This design comes from an exercise in tuning for small area, a short achievable clock period and few clock cycles per item on the open sky130 flow, not from production work.
Power is estimated from default activity; no workload was simulated.

Setup of run 1:
==> flow/design.v (excerpt) <==
module header_length_frame_receiver_core
#(
   parameter int BUF_DEPTH = BUF_DEPTH_DEF
) (
   input  logic                clock,
   input  logic                reset,
   input  logic                req_valid,
   output logic                req_ready,
   input  logic [OPCODE_W-1:0] req_opcode,
   input  logic [BYTE_W-1:0]   req_rx_byte,
   input  logic [INDEX_W-1:0]  req_read_index,
   output logic                rsp_valid,
   input  logic                rsp_ready,
   output logic                rsp_frame_done,
   output logic [COUNT_W-1:0]  rsp_byte_count,
   output logic [BYTE_W-1:0]   rsp_read_data,
   output logic [EVENT_W-1:0]  rsp_event_code
);
Settings: LEC_CHECK=0, CAP_MARGIN=20, CORE_MARGIN=2, CORE_UTILIZATION=40, CTS_CLUSTER_DIAMETER=60, CTS_CLUSTER_SIZE=24, PLACE_DENSITY=0.72, SETUP_SLACK_MARGIN=3.0, SLEW_MARGIN=20, SYNTH_HIERARCHICAL=1; clock period 5.0 ns.
run.sh (not shown) runs the stock make flow with config.mk's settings and CLKGATE_MAP_FILE= SYNTH_SCRIPT=/design/flow/synth_recipe.tcl, a recipe that flattens the netlist after the stock synthesis.
--- input diff run 1..run 2 ---
Settings: swapping 24 for 16 in CTS_CLUSTER_SIZE; swapping 3.0 for 2.8 in SETUP_SLACK_MARGIN; putting CTS_BUF_LIST at sky130_fd_sc_hd__clkbuf_8 where nothing was set; swapping 60 for 50 in CTS_CLUSTER_DIAMETER.
Taking run 1 as the reference, in run 2 proportion of register bits with asynchronous set or reset after synthesis essentially unchanged, global-route usage decreased 0.74 points, least setup slack across all paths after layout increased 120 ps.
Function was not checked in any run of this note: the RTL went through the layout flow alone.


The RTL this note starts from:
==> flow/design.v <==
package hlfr_pkg;
   localparam int BUF_DEPTH_DEF = 256;
   localparam int OPCODE_W = 2;
   localparam int BYTE_W   = 8;
   localparam int INDEX_W  = 8;
   localparam int COUNT_W  = 9;
   localparam int EVENT_W  = 3;
   localparam logic [OPCODE_W-1:0] OP_BYTE    = 2'd0;
   localparam logic [OPCODE_W-1:0] OP_RELEASE = 2'd1;
   localparam logic [OPCODE_W-1:0] OP_READ    = 2'd2;
   localparam logic [EVENT_W-1:0] EV_STORED    = 3'd0;
   localparam logic [EVENT_W-1:0] EV_DROP_DONE = 3'd1;
   localparam logic [EVENT_W-1:0] EV_BAD_FIRST = 3'd2;
   localparam logic [EVENT_W-1:0] EV_BAD_SECND = 3'd3;
   localparam logic [EVENT_W-1:0] EV_OVERFLOW  = 3'd4;
   localparam logic [EVENT_W-1:0] EV_TOO_LONG  = 3'd5;
   localparam logic [EVENT_W-1:0] EV_COMPLETE  = 3'd6;
   localparam logic [EVENT_W-1:0] EV_OTHER_OP  = 3'd7;
   localparam logic [BYTE_W-1:0]  SYNC_FIRST   = 8'h5A;
   localparam logic [BYTE_W-1:0]  SYNC_SECOND  = 8'hA5;
   localparam logic [COUNT_W-1:0] HEADER_BYTES = 9'd3;
   typedef struct packed {
      logic                 frame_done;
      logic [COUNT_W-1:0]   byte_count;
      logic [EVENT_W-1:0]   event_code;
   } hlfr_status_type;
endpackage
import hlfr_pkg::*;
module hlfr_ctrl (
   input  logic                  clock,
   input  logic                  reset,
   input  logic                  accept,
   input  logic [OPCODE_W-1:0]   opcode,
   input  logic [BYTE_W-1:0]     rx_byte,
   output logic                  wr_en,
   output logic [7:0]            wr_pos,
   output hlfr_pkg::hlfr_status_type status
);
   logic [COUNT_W-1:0] count_ff, count_in;
   logic               done_ff, done_in;
   logic               hdr0_ff, hdr0_in;
   logic               hdr1_ff, hdr1_in;
   logic               hdr2_ff, hdr2_in;
   logic               last_ff, last_in;
   logic [7:0]         rem_ff, rem_in;
   logic [EVENT_W-1:0] event_code;
   logic               is_byte;
   assign is_byte = opcode == OP_BYTE;
   always_comb begin
      count_in   = count_ff;
      done_in    = done_ff;
      hdr0_in    = hdr0_ff;
      hdr1_in    = hdr1_ff;
      hdr2_in    = hdr2_ff;
      last_in    = last_ff;
      rem_in     = rem_ff;
      event_code = EV_OTHER_OP;
      case (opcode)
         OP_BYTE: begin
            if (done_ff) begin
               event_code = EV_DROP_DONE;
            end else if (hdr0_ff) begin
               if (rx_byte == SYNC_FIRST) begin
                  count_in   = 9'd1;
                  hdr0_in    = 1'b0;
                  hdr1_in    = 1'b1;
                  event_code = EV_STORED;
               end else begin
                  event_code = EV_BAD_FIRST;
               end
            end else if (hdr1_ff) begin
               hdr1_in = 1'b0;
               if (rx_byte == SYNC_SECOND) begin
                  count_in   = 9'd2;
                  hdr2_in    = 1'b1;
                  event_code = EV_STORED;
               end else begin
                  count_in   = 9'd0;
                  hdr0_in    = 1'b1;
                  event_code = EV_BAD_SECND;
               end
            end else if (hdr2_ff) begin
               hdr2_in = 1'b0;
               if (rx_byte > 8'd253) begin
                  count_in   = 9'd0;
                  hdr0_in    = 1'b1;
                  event_code = EV_TOO_LONG;
               end else if (rx_byte == 8'd0) begin
                  count_in   = 9'd3;
                  done_in    = 1'b1;
                  event_code = EV_COMPLETE;
               end else begin
                  count_in   = 9'd3;
                  rem_in     = rx_byte - 8'd1;
                  last_in    = rx_byte == 8'd1;
                  event_code = EV_STORED;
               end
            end else begin
               count_in = count_ff + 9'd1;
               if (last_ff) begin
                  done_in    = 1'b1;
                  event_code = EV_COMPLETE;
               end else begin
                  rem_in     = rem_ff - 8'd1;
                  last_in    = rem_ff == 8'd1;
                  event_code = EV_STORED;
               end
            end
         end
         OP_RELEASE: begin
            count_in = '0;
            done_in  = 1'b0;
            hdr0_in  = 1'b1;
            hdr1_in  = 1'b0;
            hdr2_in  = 1'b0;
         end
         default: begin
         end
      endcase
   end
   always_ff @(posedge clock) begin
      if (reset) begin
         count_ff <= '0;
         done_ff  <= 1'b0;
         hdr0_ff  <= 1'b1;
         hdr1_ff  <= 1'b0;
         hdr2_ff  <= 1'b0;
      end else if (accept) begin
         count_ff <= count_in;
         done_ff  <= done_in;
         hdr0_ff  <= hdr0_in;
         hdr1_ff  <= hdr1_in;
         hdr2_ff  <= hdr2_in;
      end
   end
   always_ff @(posedge clock) begin
      if (accept) begin
         rem_ff  <= rem_in;
         last_ff <= last_in;
      end
   end
   assign wr_en             = accept && is_byte && !done_ff;
   assign wr_pos            = count_ff[7:0];
   assign status.frame_done = done_in;
   assign status.byte_count = count_in;
   assign status.event_code = event_code;
endmodule
import hlfr_pkg::*;
module hlfr_store #(
   parameter int GRP = 16,
   localparam int NG = 256 / GRP,
   localparam int GW = $clog2(GRP)
) (
   input  logic              clock,
   input  logic              wr_en,
   input  logic [7:0]        wr_addr,
   input  logic [BYTE_W-1:0] wr_data,
   input  logic [GRP-1:0]    rd_lo_oh,
   output logic [NG-1:0][BYTE_W-1:0] grp_data
);
   logic [BYTE_W-1:0] mem [256];
   assign mem[0] = SYNC_FIRST;
   assign mem[1] = SYNC_SECOND;
   for (genvar i = 2; i < 256; i++) begin : g_row
      always_ff @(posedge clock) begin
         if (wr_en && wr_addr == 8'(i)) begin
            mem[i] <= wr_data;
         end
      end
   end
   for (genvar g = 0; g < NG; g++) begin : g_grp
      always_comb begin
         grp_data[g] = '0;
         for (int j = 0; j < GRP; j++) begin
            grp_data[g] = grp_data[g] | (mem[g * GRP + j] & {BYTE_W{rd_lo_oh[j]}});
         end
      end
   end
endmodule
import hlfr_pkg::*;
module header_length_frame_receiver_core
#(
   parameter int BUF_DEPTH = BUF_DEPTH_DEF
) (
   input  logic                clock,
   input  logic                reset,
   input  logic                req_valid,
   output logic                req_ready,
   input  logic [OPCODE_W-1:0] req_opcode,
   input  logic [BYTE_W-1:0]   req_rx_byte,
   input  logic [INDEX_W-1:0]  req_read_index,
   output logic                rsp_valid,
   input  logic                rsp_ready,
   output logic                rsp_frame_done,
   output logic [COUNT_W-1:0]  rsp_byte_count,
   output logic [BYTE_W-1:0]   rsp_read_data,
   output logic [EVENT_W-1:0]  rsp_event_code
);
   localparam int GRP = 16;
   localparam int NG  = 256 / GRP;
   localparam int GW  = $clog2(GRP);
   localparam int RW  = 1 + COUNT_W + BYTE_W + EVENT_W;
   logic               accept;
   logic               wr_en;
   logic [7:0]         wr_pos;
   hlfr_pkg::hlfr_status_type status;
   logic [NG-1:0][BYTE_W-1:0] grp_data;
   logic               s1_valid_ff;
   hlfr_pkg::hlfr_status_type s1_stat_ff;
   logic               s1_rd_ff;
   logic [7-GW:0]      s1_hi_ff;
   logic [NG-1:0][BYTE_W-1:0] s1_grp_ff;
   logic [BYTE_W-1:0]  s1_data;
   logic [RW-1:0]      s1_res;
   logic [2:0][RW-1:0] q_ff;
   logic [2:0]         qv_ff;
   logic               ready_ff;
   logic               take;
   logic [2:0]         sh_v;
   logic [2:0][RW-1:0] sh_q;
   logic [2:0]         inflight;
   assign accept    = req_valid && ready_ff;
   assign req_ready = ready_ff;
   hlfr_ctrl u_ctrl (
      .clock  (clock),
      .reset  (reset),
      .accept (accept),
      .opcode (req_opcode),
      .rx_byte(req_rx_byte),
      .wr_en  (wr_en),
      .wr_pos (wr_pos),
      .status (status)
   );
   hlfr_store #(.GRP(GRP)) u_store (
      .clock   (clock),
      .wr_en   (wr_en),
      .wr_addr (wr_pos),
      .wr_data (req_rx_byte),
      .rd_lo_oh(GRP'(1) << req_read_index[GW-1:0]),
      .grp_data(grp_data)
   );
   always_ff @(posedge clock) begin
      s1_stat_ff <= status;
      s1_rd_ff   <= req_opcode == OP_READ;
      s1_hi_ff   <= req_read_index[7:GW];
      s1_grp_ff  <= grp_data;
   end
   assign s1_data = s1_rd_ff ? s1_grp_ff[s1_hi_ff] : '0;
   assign s1_res  = {s1_stat_ff.frame_done, s1_stat_ff.byte_count, s1_data,
                     s1_stat_ff.event_code};
   assign take = qv_ff[0] && rsp_ready;
   always_comb begin
      if (take) begin
         sh_v = {1'b0, qv_ff[2:1]};
         sh_q = {q_ff[2], q_ff[2], q_ff[1]};
      end else begin
         sh_v = qv_ff;
         sh_q = q_ff;
      end
   end
   assign inflight = 3'(32'(accept) + 32'(s1_valid_ff) + 32'(qv_ff[0]) + 32'(qv_ff[1]) +
                        32'(qv_ff[2]) - 32'(take));
   always_ff @(posedge clock) begin
      if (reset) begin
         s1_valid_ff <= 1'b0;
         qv_ff       <= '0;
         ready_ff    <= 1'b1;
      end else begin
         s1_valid_ff <= accept;
         qv_ff       <= sh_v | (s1_valid_ff ? ~sh_v & {sh_v[1:0], 1'b1} : 3'b000);
         ready_ff    <= inflight < 3'd3;
      end
   end
   for (genvar i = 0; i < 3; i++) begin : g_q
      always_ff @(posedge clock) begin
         if (sh_v[i]) q_ff[i] <= sh_q[i];
         else q_ff[i] <= s1_res;
      end
   end
   assign rsp_valid = qv_ff[0];
   assign {rsp_frame_done, rsp_byte_count, rsp_read_data, rsp_event_code} = q_ff[0];
endmodule
==> flow/config.mk <==
export PLATFORM = sky130hd
export DESIGN_NAME = header_length_frame_receiver_core
export DESIGN_NICKNAME = header_length_frame_receiver_core
export VERILOG_FILES = /design/flow/design.v
export SDC_FILE = /design/flow/constraint.sdc
export NUM_CORES = 4
export LEC_CHECK = 0
export CAP_MARGIN = 20
export CORE_MARGIN = 2
export CORE_UTILIZATION = 40
export CTS_BUF_LIST = sky130_fd_sc_hd__clkbuf_8 sky130_fd_sc_hd__clkbuf_16
export CTS_CLUSTER_DIAMETER = 60
export CTS_CLUSTER_SIZE = 24
export PLACE_DENSITY = 0.72
export SETUP_SLACK_MARGIN = 2.8
export SLEW_MARGIN = 20
export SYNTH_HIERARCHICAL = 1
==> flow/constraint.sdc <==
create_clock -name core_clock -period 5.0 [get_ports {clock}]
set_input_delay 1.0000 -clock core_clock [delete_from_list [all_inputs] [get_ports {clock}]]
set_output_delay 1.0000 -clock core_clock [all_outputs]
set_load 0.01 [all_outputs]
The first run ran to the end with no violations.
==> next run, changes <==
CORE_UTILIZATION = 55   (was 40)
CTS_BUF_LIST = unset   (was sky130_fd_sc_hd__clkbuf_8 sky130_fd_sc_hd__clkbuf_16)
=>
- maximum frequency went down by a few percent
- first-iteration DRC count falls by a few percent
- sequential power is about the same
- non-clock buffer count came out higher by 17
- total power falls slightly
- synthesized area does not change
No functional check of the RTL was part of any run of this note.

==> port drivers added, routing unchanged <==
How much do the figures lean on ideal ports? The routed layouts below were timed once more, with nothing changed but the port constraints.
Step 1 (the two cells are an assumption about what drives the block):
set clk [get_ports {clock}]
set_driving_cell -lib_cell sky130_fd_sc_hd__clkbuf_16 $clk
set_driving_cell -lib_cell sky130_fd_sc_hd__buf_2 [delete_from_list [all_inputs] $clk]
Step 2 moves the port delays by t, midway between the first and last clock arrival at a register: inputs arrive t later, outputs are due t later. That takes back most of the time a late clock gives input paths.
a / b / c = ideal / step 1 / step 2; a / b = the first two.
run	t (ns)	slack for setup (ns)	cell pins on the clock port's net
run 1	0.891	2.384 / 2.384 / 1.725	1
run 2	1.050	2.505 / 2.419 / 1.699	1
the first run of note 2	0.878	2.691 / 2.606 / 1.839	1
the second run of note 2	0.883	2.618 / 2.532 / 1.834	1
After both steps setup and hold are still met in every run listed. For the first run of note 2, which loses most, drivers alone change the setup slack by -0.085 ns; drivers and shift together by -0.852 ns.
